From an optimization exercise on the open Yosys and OpenROAD flow, aimed at small area; shortcuts taken in it are not production practice. In this exercise RTL edits were held to simulation tests only and were not proved equivalent to the original. No activity file was given, so power comes from the tool's default toggle rates. No driver is modelled on the clock port, so clocking that relies on it looks cheaper here than on a real chip.

Design axil_regfile_slave, start of the top module:
module axil_regfile_slave #(
  parameter int unsigned DATA_WIDTH = 32,
  parameter int unsigned ADDR_WIDTH = 32,
  parameter int unsigned NUM_REGS   = 32
) (
  input  logic                    ACLK,
  input  logic                    ARESETN,
  input  logic [ADDR_WIDTH-1:0]   AWADDR,
  input  logic                    AWVALID,
  output logic                    AWREADY,
  input  logic [DATA_WIDTH-1:0]   WDATA,
  input  logic [DATA_WIDTH/8-1:0] WSTRB,
  input  logic                    WVALID,
  output logic                    WREADY,
  output logic [1:0]              BRESP,
  output logic                    BVALID,
  input  logic                    BREADY,
  input  logic [ADDR_WIDTH-1:0]   ARADDR,
  input  logic                    ARVALID,
  output logic                    ARREADY,
  output logic [DATA_WIDTH-1:0]   RDATA,
  output logic [1:0]              RRESP,
  output logic                    RVALID,
  input  logic                    RREADY
);
For scale: roughly 0.024 mm2 of cells after synthesis.
clock: 10.0 ns
lec_check: 0
cap_margin: 20
core_margin: 2
core_utilization: 60
cts_buf_list: sky130_fd_sc_hd__clkbuf_8
cts_cluster_diameter: 80
cts_cluster_size: 40
slew_margin: 20
standard.sh (not shown) runs the stock make flow with config.mk's settings and CLKGATE_MAP_FILE= SYNTH_SCRIPT=/design/flow/synth_recipe.tcl, a recipe that flattens the netlist after the stock synthesis.
==> flow/flow/run.sh <==
#!/bin/bash
# Standard ORFS layout, with smaller port buffers and a clock tree without dummy loads.
set -euo pipefail
export BUFFER_PORTS_ARGS="-buffer_cell sky130_fd_sc_hd__buf_1"
export CTS_ARGS="-sink_clustering_enable -repair_clock_nets -sink_clustering_size 30 -sink_clustering_max_diameter 80 -buf_list sky130_fd_sc_hd__clkbuf_16 -dont_use_dummy_load"
bash standard.sh finish > standard.log 2>&1
The starting point went through all stages and came out clean.
Change:
==> flow/run.sh (new file) <==
#!/bin/bash
# synth_recipe.tcl (not shown) runs the flow's synth.tcl, then flattens the netlist and writes it again
# the make line also repeats each setting of config.mk as NAME=value (left out here)
make -C /OpenROAD-flow-scripts/flow DESIGN_CONFIG=/design/flow/config.mk WORK_HOME=/design/flow/orfs CLKGATE_MAP_FILE= SYNTH_SCRIPT=/design/flow/synth_recipe.tcl finish
Settings changed: CORE_UTILIZATION 60 to 40, CTS_BUF_LIST sky130_fd_sc_hd__clkbuf_8 to not set, CTS_CLUSTER_DIAMETER 80 to not set, CTS_CLUSTER_SIZE 40 to not set.
removed: flow/flow/run.sh
removed: flow/standard.sh
=> Routed wire length climbs by 10%; worst setup slack gets worse by 800 ps; sequential power barely changes; clock skew drops by 39 ps; die area climbs by about 50%; maximum frequency drops by 13%; design area climbs by 13%; area after synthesis stays the same; non-clock buffer count is unchanged; worst hold slack gets better by 22 ps.
Change:
==> flow/flow/run.sh (new file) <==
#!/bin/bash
# Standard ORFS layout, with smaller port buffers and a clock tree without dummy loads.
set -euo pipefail
export BUFFER_PORTS_ARGS="-buffer_cell sky130_fd_sc_hd__buf_1"
export CTS_ARGS="-sink_clustering_enable -repair_clock_nets -sink_clustering_size 20 -sink_clustering_max_diameter 60 -buf_list sky130_fd_sc_hd__clkbuf_8 -dont_use_dummy_load"
bash standard.sh finish > standard.log 2>&1
==> flow/standard.sh (new file) <==
#!/bin/bash
# synth_recipe.tcl (not shown) runs the flow's synth.tcl, then flattens the netlist and writes it again
# the make line also repeats each setting of config.mk as NAME=value (left out here)
make -C /OpenROAD-flow-scripts/flow DESIGN_CONFIG=/design/flow/config.mk WORK_HOME=/design/flow/orfs CLKGATE_MAP_FILE= SYNTH_SCRIPT=/design/flow/synth_recipe.tcl "${@:-finish}"
Settings changed: CORE_UTILIZATION 40 to 60, CTS_BUF_LIST set to sky130_fd_sc_hd__clkbuf_8, CTS_CLUSTER_DIAMETER set to 80, CTS_CLUSTER_SIZE set to 40.
removed: flow/run.sh
=>
- clock-buffer cell count falls by 86
- setup slack gains 810 ps
- total power falls by a quarter to a third
- cell count falls by about a fifth
- hold slack loses 57 ps
- routed wire length falls by a little under a tenth

========
Another version of the RTL of axil_regfile_slave (not shown whole).
For scale: about 1300 cells after synthesis, about 150 I/O pins.
==> flow/config.mk <==
export PLATFORM = sky130hd
export DESIGN_NAME = axil_regfile_slave
export DESIGN_NICKNAME = axil_regfile_slave
export VERILOG_FILES = /design/flow/design.v
export SDC_FILE = /design/flow/constraint.sdc
export NUM_CORES = 4
export LEC_CHECK = 0
export CAP_MARGIN = 0
export CORE_MARGIN = 2
export CORE_UTILIZATION = 60
export SLEW_MARGIN = 0
==> flow/constraint.sdc <==
create_clock -name core_clock -period 10.0 [get_ports {ACLK}]
set_input_delay 2.0000 -clock core_clock [delete_from_list [all_inputs] [get_ports {ACLK}]]
set_output_delay 2.0000 -clock core_clock [all_outputs]
set_load 0.01 [all_outputs]
==> flow/flow/run.sh <==
#!/bin/bash
# Standard ORFS layout with three changes:
#  - after the standard synthesis, flow/rewrite.py remaps two mux patterns of the netlist to
#    smaller AND-OR cells (flip-flops untouched); Yosys proves the result equivalent, and the
#    standard netlist is kept if the proof fails;
#  - the ports get the smallest buffer (buf_1);
#  - the clock tree uses clkbuf_8 clusters of 22 sinks and no dummy loads.
set -euo pipefail
export BUFFER_PORTS_ARGS="-buffer_cell sky130_fd_sc_hd__buf_1"
export CTS_ARGS="-sink_clustering_enable -repair_clock_nets -sink_clustering_size 22 -sink_clustering_max_diameter 60 -buf_list sky130_fd_sc_hd__clkbuf_8 -dont_use_dummy_load"
R=orfs/results/${FLOW_PLATFORM}/axil_regfile_slave/base
LIB=${FLOW_HOME}/platforms/${FLOW_PLATFORM}/lib/sky130_fd_sc_hd__tt_025C_1v80.lib

bash standard.sh synth > synth.log 2>&1

mkdir -p rw
cp $R/1_2_yosys.v rw/std.v
python3 flow/rewrite.py rw/std.v rw/rw.v > rewrite.log 2>&1
yosys -q -p "read_liberty -ignore_miss_func $LIB; write_verilog -noattr rw/cells_all.v" > cells.log 2>&1
python3 flow/cellmodels.py rw/cells_all.v rw/comb.v rw/seq.v >> cells.log 2>&1
if yosys -p "read_verilog rw/comb.v; read_verilog -lib rw/seq.v; \
    read_verilog rw/std.v; rename $FLOW_TOP gold; read_verilog rw/rw.v; rename $FLOW_TOP gate; \
    hierarchy -check; flatten gold gate; techmap; opt_clean; equiv_make gold gate equiv; \
    hierarchy -top equiv; equiv_simple -seq 0; equiv_status -assert" > equiv.log 2>&1; then
  echo "rewrite proven equivalent; using it" >> rewrite.log
  cp rw/rw.v $R/1_2_yosys.v
  rm -f $R/1_synth.odb $R/1_synth.sdc
  bash standard.sh synth > synth2.log 2>&1
else
  echo "rewrite not proven; keeping the standard netlist" >> rewrite.log
fi

bash standard.sh finish > standard.log 2>&1
Other scripts of this flow, unchanged in this note and not shown: flow/flow/cellmodels.py, flow/flow/rewrite.py
Change:
--- a/flow/flow/run.sh
+++ b/flow/flow/run.sh
@@ -5,8 +5,8 @@
 #    standard netlist is kept if the proof fails;
 #  - the ports get the smallest buffer (buf_1);
-#  - the clock tree uses clkbuf_8 clusters of 22 sinks and no dummy loads.
+#  - the clock tree uses clkbuf_8 clusters of 21 sinks and no dummy loads.
 set -euo pipefail
 export BUFFER_PORTS_ARGS="-buffer_cell sky130_fd_sc_hd__buf_1"
-export CTS_ARGS="-sink_clustering_enable -repair_clock_nets -sink_clustering_size 22 -sink_clustering_max_diameter 60 -buf_list sky130_fd_sc_hd__clkbuf_8 -dont_use_dummy_load"
+export CTS_ARGS="-sink_clustering_enable -repair_clock_nets -sink_clustering_size 24 -sink_clustering_max_diameter 35 -buf_list sky130_fd_sc_hd__clkbuf_8 -dont_use_dummy_load"
 R=orfs/results/${FLOW_PLATFORM}/axil_regfile_slave/base
 LIB=${FLOW_HOME}/platforms/${FLOW_PLATFORM}/lib/sky130_fd_sc_hd__tt_025C_1v80.lib
CAP_MARGIN = 20   (was 0)
SLEW_MARGIN = 20   (was 0)
=>
- The new run produced a clean layout
- via count climbs by a few percent
- setup slack is worse by 0.015 ns
- first-iteration DRC count is lower by a little under a tenth
- sequential share of layout area came out lower by 2.5 points
- synthesized cell count does not change
- die area does not change
Change:
--- a/flow/flow/run.sh
+++ b/flow/flow/run.sh
@@ -8,5 +8,5 @@
 set -euo pipefail
 export BUFFER_PORTS_ARGS="-buffer_cell sky130_fd_sc_hd__buf_1"
-export CTS_ARGS="-sink_clustering_enable -repair_clock_nets -sink_clustering_size 24 -sink_clustering_max_diameter 35 -buf_list sky130_fd_sc_hd__clkbuf_8 -dont_use_dummy_load"
+export CTS_ARGS="-sink_clustering_enable -repair_clock_nets -sink_clustering_size 21 -sink_clustering_max_diameter 60 -buf_list sky130_fd_sc_hd__clkbuf_8 -dont_use_dummy_load"
 R=orfs/results/${FLOW_PLATFORM}/axil_regfile_slave/base
 LIB=${FLOW_HOME}/platforms/${FLOW_PLATFORM}/lib/sky130_fd_sc_hd__tt_025C_1v80.lib
After rerunning: First-iteration DRC count goes up by 5.8%; worst setup slack is about the same; die area is unchanged; hold slack got worse by 0.0031 ns; total power goes down by 8.6%.
Change:
--- a/flow/flow/run.sh
+++ b/flow/flow/run.sh
@@ -5,8 +5,8 @@
 #    standard netlist is kept if the proof fails;
 #  - the ports get the smallest buffer (buf_1);
-#  - the clock tree uses clkbuf_8 clusters of 21 sinks and no dummy loads.
+#  - the clock tree uses clkbuf_8 clusters of 22 sinks and no dummy loads.
 set -euo pipefail
 export BUFFER_PORTS_ARGS="-buffer_cell sky130_fd_sc_hd__buf_1"
-export CTS_ARGS="-sink_clustering_enable -repair_clock_nets -sink_clustering_size 21 -sink_clustering_max_diameter 60 -buf_list sky130_fd_sc_hd__clkbuf_8 -dont_use_dummy_load"
+export CTS_ARGS="-sink_clustering_enable -repair_clock_nets -sink_clustering_size 22 -sink_clustering_max_diameter 60 -buf_list sky130_fd_sc_hd__clkbuf_8 -dont_use_dummy_load"
 R=orfs/results/${FLOW_PLATFORM}/axil_regfile_slave/base
 LIB=${FLOW_HOME}/platforms/${FLOW_PLATFORM}/lib/sky130_fd_sc_hd__tt_025C_1v80.lib
- The changed run finished clean
- worst setup slack is better by 0.018 ns
- final cell count barely changes
- wire length hardly moves
- die area stays the same
- global-route usage barely changes
- via count is about the same
- cell area is about the same
- area after synthesis is unchanged
- sequential power barely changes
- clock power barely changes
- maximum frequency is higher slightly

========
The RTL this note starts from:
==> flow/design.v <==
module axil_regfile_slave #(
  parameter int unsigned DATA_WIDTH = 32,
  parameter int unsigned ADDR_WIDTH = 32,
  parameter int unsigned NUM_REGS   = 32
) (
  input  logic                    ACLK,
  input  logic                    ARESETN,
  input  logic [ADDR_WIDTH-1:0]   AWADDR,
  input  logic                    AWVALID,
  output logic                    AWREADY,
  input  logic [DATA_WIDTH-1:0]   WDATA,
  input  logic [DATA_WIDTH/8-1:0] WSTRB,
  input  logic                    WVALID,
  output logic                    WREADY,
  output logic [1:0]              BRESP,
  output logic                    BVALID,
  input  logic                    BREADY,
  input  logic [ADDR_WIDTH-1:0]   ARADDR,
  input  logic                    ARVALID,
  output logic                    ARREADY,
  output logic [DATA_WIDTH-1:0]   RDATA,
  output logic [1:0]              RRESP,
  output logic                    RVALID,
  input  logic                    RREADY
);
  localparam int unsigned STRB_W = DATA_WIDTH / 8;
  localparam int unsigned LSB    = $clog2(STRB_W);
  localparam int unsigned IDX_W  = $clog2(NUM_REGS);
  localparam int unsigned HI     = LSB + IDX_W;
  localparam int unsigned RING_N = NUM_REGS / 2;
  localparam int unsigned PTR_W  = IDX_W - 1;
  logic [DATA_WIDTH-1:0] ring0_q [RING_N];
  logic [DATA_WIDTH-1:0] ring1_q [RING_N];
  logic [PTR_W-1:0]      ptr_q;
  logic                  sweep_q;
  logic                  bvalid_q, bslverr_q;
  logic                  rvalid_q, rslverr_q;
  logic [DATA_WIDTH-1:0] rdata_q;
  logic                  wr_ok, rd_ok, wr_at_head, rd_at_head, commit, ar_hs;
  logic [DATA_WIDTH-1:0] tail0, tail1;
  logic [STRB_W-1:0]     wen0, wen1, keep0, keep1;
  logic                  rd0, rd1;
  assign wr_ok      = (AWADDR >> HI) == '0;
  assign rd_ok      = (ARADDR >> HI) == '0;
  assign wr_at_head = AWADDR[LSB +: PTR_W] == ptr_q;
  assign rd_at_head = ARADDR[LSB +: PTR_W] == ptr_q;
  assign commit  = ARESETN && AWVALID && WVALID && !bvalid_q && (!wr_ok || wr_at_head);
  assign AWREADY = commit;
  assign WREADY  = commit;
  assign ARREADY = ARESETN && !rvalid_q && (!rd_ok || rd_at_head);
  assign ar_hs   = ARVALID && ARREADY;
  assign BVALID = bvalid_q;
  assign BRESP  = {bslverr_q, 1'b0};
  assign RVALID = rvalid_q;
  assign RRESP  = {rslverr_q, 1'b0};
  assign RDATA  = rdata_q;
  always_comb begin
    for (int b = 0; b < STRB_W; b++) begin
      wen0[b]  = commit && wr_ok && WSTRB[b] && !AWADDR[HI-1];
      wen1[b]  = commit && wr_ok && WSTRB[b] && AWADDR[HI-1];
      keep0[b] = !wen0[b] && !sweep_q;
      keep1[b] = !wen1[b] && !sweep_q;
      tail0[8*b +: 8] = (WDATA[8*b +: 8] & {8{wen0[b]}}) | (ring0_q[0][8*b +: 8] & {8{keep0[b]}});
      tail1[8*b +: 8] = (WDATA[8*b +: 8] & {8{wen1[b]}}) | (ring1_q[0][8*b +: 8] & {8{keep1[b]}});
    end
  end
  logic unused_lsbs;
  assign unused_lsbs = ^{AWADDR[LSB-1:0], ARADDR[LSB-1:0]};
  always_ff @(posedge ACLK) begin
    for (int i = 0; i < RING_N - 1; i++) begin
      ring0_q[i] <= ring0_q[i+1];
      ring1_q[i] <= ring1_q[i+1];
    end
    ring0_q[RING_N-1] <= tail0;
    ring1_q[RING_N-1] <= tail1;
  end
  always_ff @(posedge ACLK or negedge ARESETN) begin
    if (!ARESETN) begin
      ptr_q   <= '0;
      sweep_q <= 1'b1;
    end else begin
      ptr_q <= ptr_q + 1'b1;
      if (&ptr_q) sweep_q <= 1'b0;
    end
  end
  always_ff @(posedge ACLK or negedge ARESETN) begin
    if (!ARESETN) begin
      bvalid_q <= 1'b0;
      rvalid_q <= 1'b0;
    end else begin
      if (commit) bvalid_q <= 1'b1;
      else if (BREADY) bvalid_q <= 1'b0;
      if (ar_hs) rvalid_q <= 1'b1;
      else if (RREADY) rvalid_q <= 1'b0;
    end
  end
  assign rd0 = ar_hs && rd_ok && !sweep_q && !ARADDR[HI-1];
  assign rd1 = ar_hs && rd_ok && !sweep_q && ARADDR[HI-1];
  always_ff @(posedge ACLK) begin
    if (commit) bslverr_q <= !wr_ok;
    if (ar_hs) rslverr_q <= !rd_ok;
    rdata_q <= (ring0_q[0] & {DATA_WIDTH{rd0}}) | (ring1_q[0] & {DATA_WIDTH{rd1}})
             | (rdata_q & {DATA_WIDTH{!ar_hs}});
  end
endmodule
==> flow/config.mk <==
export PLATFORM = sky130hd
export DESIGN_NAME = axil_regfile_slave
export DESIGN_NICKNAME = axil_regfile_slave
export VERILOG_FILES = /design/flow/design.v
export SDC_FILE = /design/flow/constraint.sdc
export NUM_CORES = 4
export LEC_CHECK = 0
export CAP_MARGIN = 20
export CORE_MARGIN = 2
export CORE_UTILIZATION = 60
export SLEW_MARGIN = 20
==> flow/constraint.sdc <==
create_clock -name core_clock -period 10.0 [get_ports {ACLK}]
set_input_delay 2.0000 -clock core_clock [delete_from_list [all_inputs] [get_ports {ACLK}]]
set_output_delay 2.0000 -clock core_clock [all_outputs]
set_load 0.01 [all_outputs]
==> flow/flow/run.sh <==
#!/bin/bash
# Standard ORFS layout, with the smallest port buffers and a clock tree without dummy loads.
set -euo pipefail
export BUFFER_PORTS_ARGS="-buffer_cell sky130_fd_sc_hd__buf_1"
export CTS_ARGS="-sink_clustering_enable -repair_clock_nets -sink_clustering_size 10 -sink_clustering_max_diameter 40 -buf_list sky130_fd_sc_hd__clkbuf_4 -dont_use_dummy_load"
bash standard.sh finish > standard.log 2>&1
The starting point completed with no timing, DRC or antenna violations.
Then changed:
==> flow/flow/run.sh (replaced) <==
#!/bin/bash
# Standard ORFS layout, with the smallest port buffers and a clock tree without dummy loads.
set -euo pipefail
export BUFFER_PORTS_ARGS="-buffer_cell sky130_fd_sc_hd__buf_1"
export CTS_ARGS="-sink_clustering_enable -repair_clock_nets -sink_clustering_size 36 -sink_clustering_max_diameter 80 -buf_list sky130_fd_sc_hd__clkbuf_16 -dont_use_dummy_load"
bash standard.sh finish > standard.log 2>&1
Effect: The changed run ran to the end with no violations; synthesized area stays the same; via count decreases by 5.1%; utilization hardly moves; design area is about the same; worst hold slack gains 0.011 ns; total power increases by 1.1%; synthesized cell count does not change.
Then changed:
==> flow/flow/run.sh (replaced) <==
#!/bin/bash
# Standard ORFS layout, with smaller port buffers and a clock tree without dummy loads.
set -euo pipefail
export BUFFER_PORTS_ARGS="-buffer_cell sky130_fd_sc_hd__buf_1"
export CTS_ARGS="-sink_clustering_enable -repair_clock_nets -sink_clustering_size 20 -sink_clustering_max_diameter 60 -buf_list sky130_fd_sc_hd__clkbuf_8 -dont_use_dummy_load"
bash standard.sh finish > standard.log 2>&1
--- a/flow/config.mk
+++ b/flow/config.mk
@@ -6,4 +6,5 @@
 export NUM_CORES = 4
 export LEC_CHECK = 0
+export ABC_AREA = 1
 export CAP_MARGIN = 20
 export CORE_MARGIN = 2
Cell area goes down slightly.
Non-clock buffer count increases by 3.
Clock-buffer cell count came out higher by 23.
Then changed:
--- a/flow/config.mk
+++ b/flow/config.mk
@@ -6,7 +6,9 @@
 export NUM_CORES = 4
 export LEC_CHECK = 0
-export ABC_AREA = 1
 export CAP_MARGIN = 20
 export CORE_MARGIN = 2
 export CORE_UTILIZATION = 60
+export CTS_BUF_LIST = sky130_fd_sc_hd__clkbuf_8
+export CTS_CLUSTER_DIAMETER = 80
+export CTS_CLUSTER_SIZE = 40
 export SLEW_MARGIN = 20
Outcome:
- The changed run passed the timing, design-rule and antenna checks
- utilization went up by 1.1 points
- via count falls by 10%
- cell area is about the same
- global-route usage decreases by 1.4 points
- worst hold slack improves by 0.016 ns
- final cell count decreases by 8.5%
- setup slack got worse by 0.27 ns
- non-clock buffer count fell by 3
Then changed:
==> flow/flow/run.sh (replaced) <==
#!/bin/bash
# Standard ORFS layout, with the smallest port buffers and a clock tree without dummy loads.
set -euo pipefail
export BUFFER_PORTS_ARGS="-buffer_cell sky130_fd_sc_hd__buf_1"
export CTS_ARGS="-sink_clustering_enable -repair_clock_nets -sink_clustering_size 21 -sink_clustering_max_diameter 60 -buf_list sky130_fd_sc_hd__clkbuf_8 -dont_use_dummy_load"
bash standard.sh finish > standard.log 2>&1
--- a/flow/config.mk
+++ b/flow/config.mk
@@ -9,6 +9,3 @@
 export CORE_MARGIN = 2
 export CORE_UTILIZATION = 60
-export CTS_BUF_LIST = sky130_fd_sc_hd__clkbuf_8
-export CTS_CLUSTER_DIAMETER = 80
-export CTS_CLUSTER_SIZE = 40
 export SLEW_MARGIN = 20
Total power falls slightly; hold slack is better by 0.011 ns; clock power is about the same; register-to-register slack is worse by 0.05 ns; area after synthesis stays the same; global-route usage barely changes; via count stays flat; setup slack gets worse by 0.0067 ns; wire length hardly moves.

port drivers added, routing unchanged:
The results above use ideal ports. As a check the final layouts listed here were re-extracted and re-timed, cells and wires unchanged. Step 1 assumes that a clkbuf_16 drives the clock port and a buf_2 every other input. Step 2, shift: input delay + t, output delay - t, t = (earliest + latest rising clock arrival at the registers) / 2. This alone moves slack from input paths to output paths. Three values: no drivers, after step 1, after step 2; two values: the first two.
| run | shift t [ns] | slack for setup (ns) | latest minus earliest clock arrival (ns) | worst slew at a driven data input, ns |
|---|---|---|---|---|
| the first run of note 1 | 0.613 | 4.405 / 4.386 / 4.386 | 0.054 / 0.053 | 0.10 |
| the second run of note 1 | 0.669 | 3.601 / 3.578 / 3.578 | 0.014 / 0.013 | 0.11 |
| the third run of note 1 | 0.680 | 4.408 / 4.389 / 4.389 | 0.086 / 0.087 | 0.10 |
| the first run of note 2 | 0.699 | 4.567 / 4.546 / 4.546 | 0.041 / 0.040 | 0.08 |
| the second run of note 2 | 0.686 | 4.552 / 4.531 / 4.531 | 0.094 / 0.094 | 0.08 |
| the third run of note 2 | 0.681 | 4.549 / 4.528 / 4.528 | 0.063 / 0.063 | 0.08 |
| the fourth run of note 2 | 0.699 | 4.567 / 4.546 / 4.546 | 0.041 / 0.040 | 0.08 |
| the first run of note 3 | 0.845 | 4.299 / 4.279 / 4.279 | 0.090 / 0.090 | 0.08 |
| the second run of note 3 | 0.607 | 4.329 / 4.309 / 4.309 | 0.047 / 0.047 | 0.08 |
| the third run of note 3 | 0.703 | 4.580 / 4.553 / 4.553 | 0.075 / 0.076 | 0.09 |
| the fourth run of note 3 | 0.691 | 4.308 / 4.289 / 4.289 | 0.067 / 0.067 | 0.09 |
| the fifth run of note 3 | 0.702 | 4.302 / 4.282 / 4.282 | 0.050 / 0.050 | 0.10 |
After both steps every run listed still meets setup and hold. For the third run of note 3, which loses most, drivers alone change the setup slack by -0.027 ns; drivers and shift together by -0.027 ns.
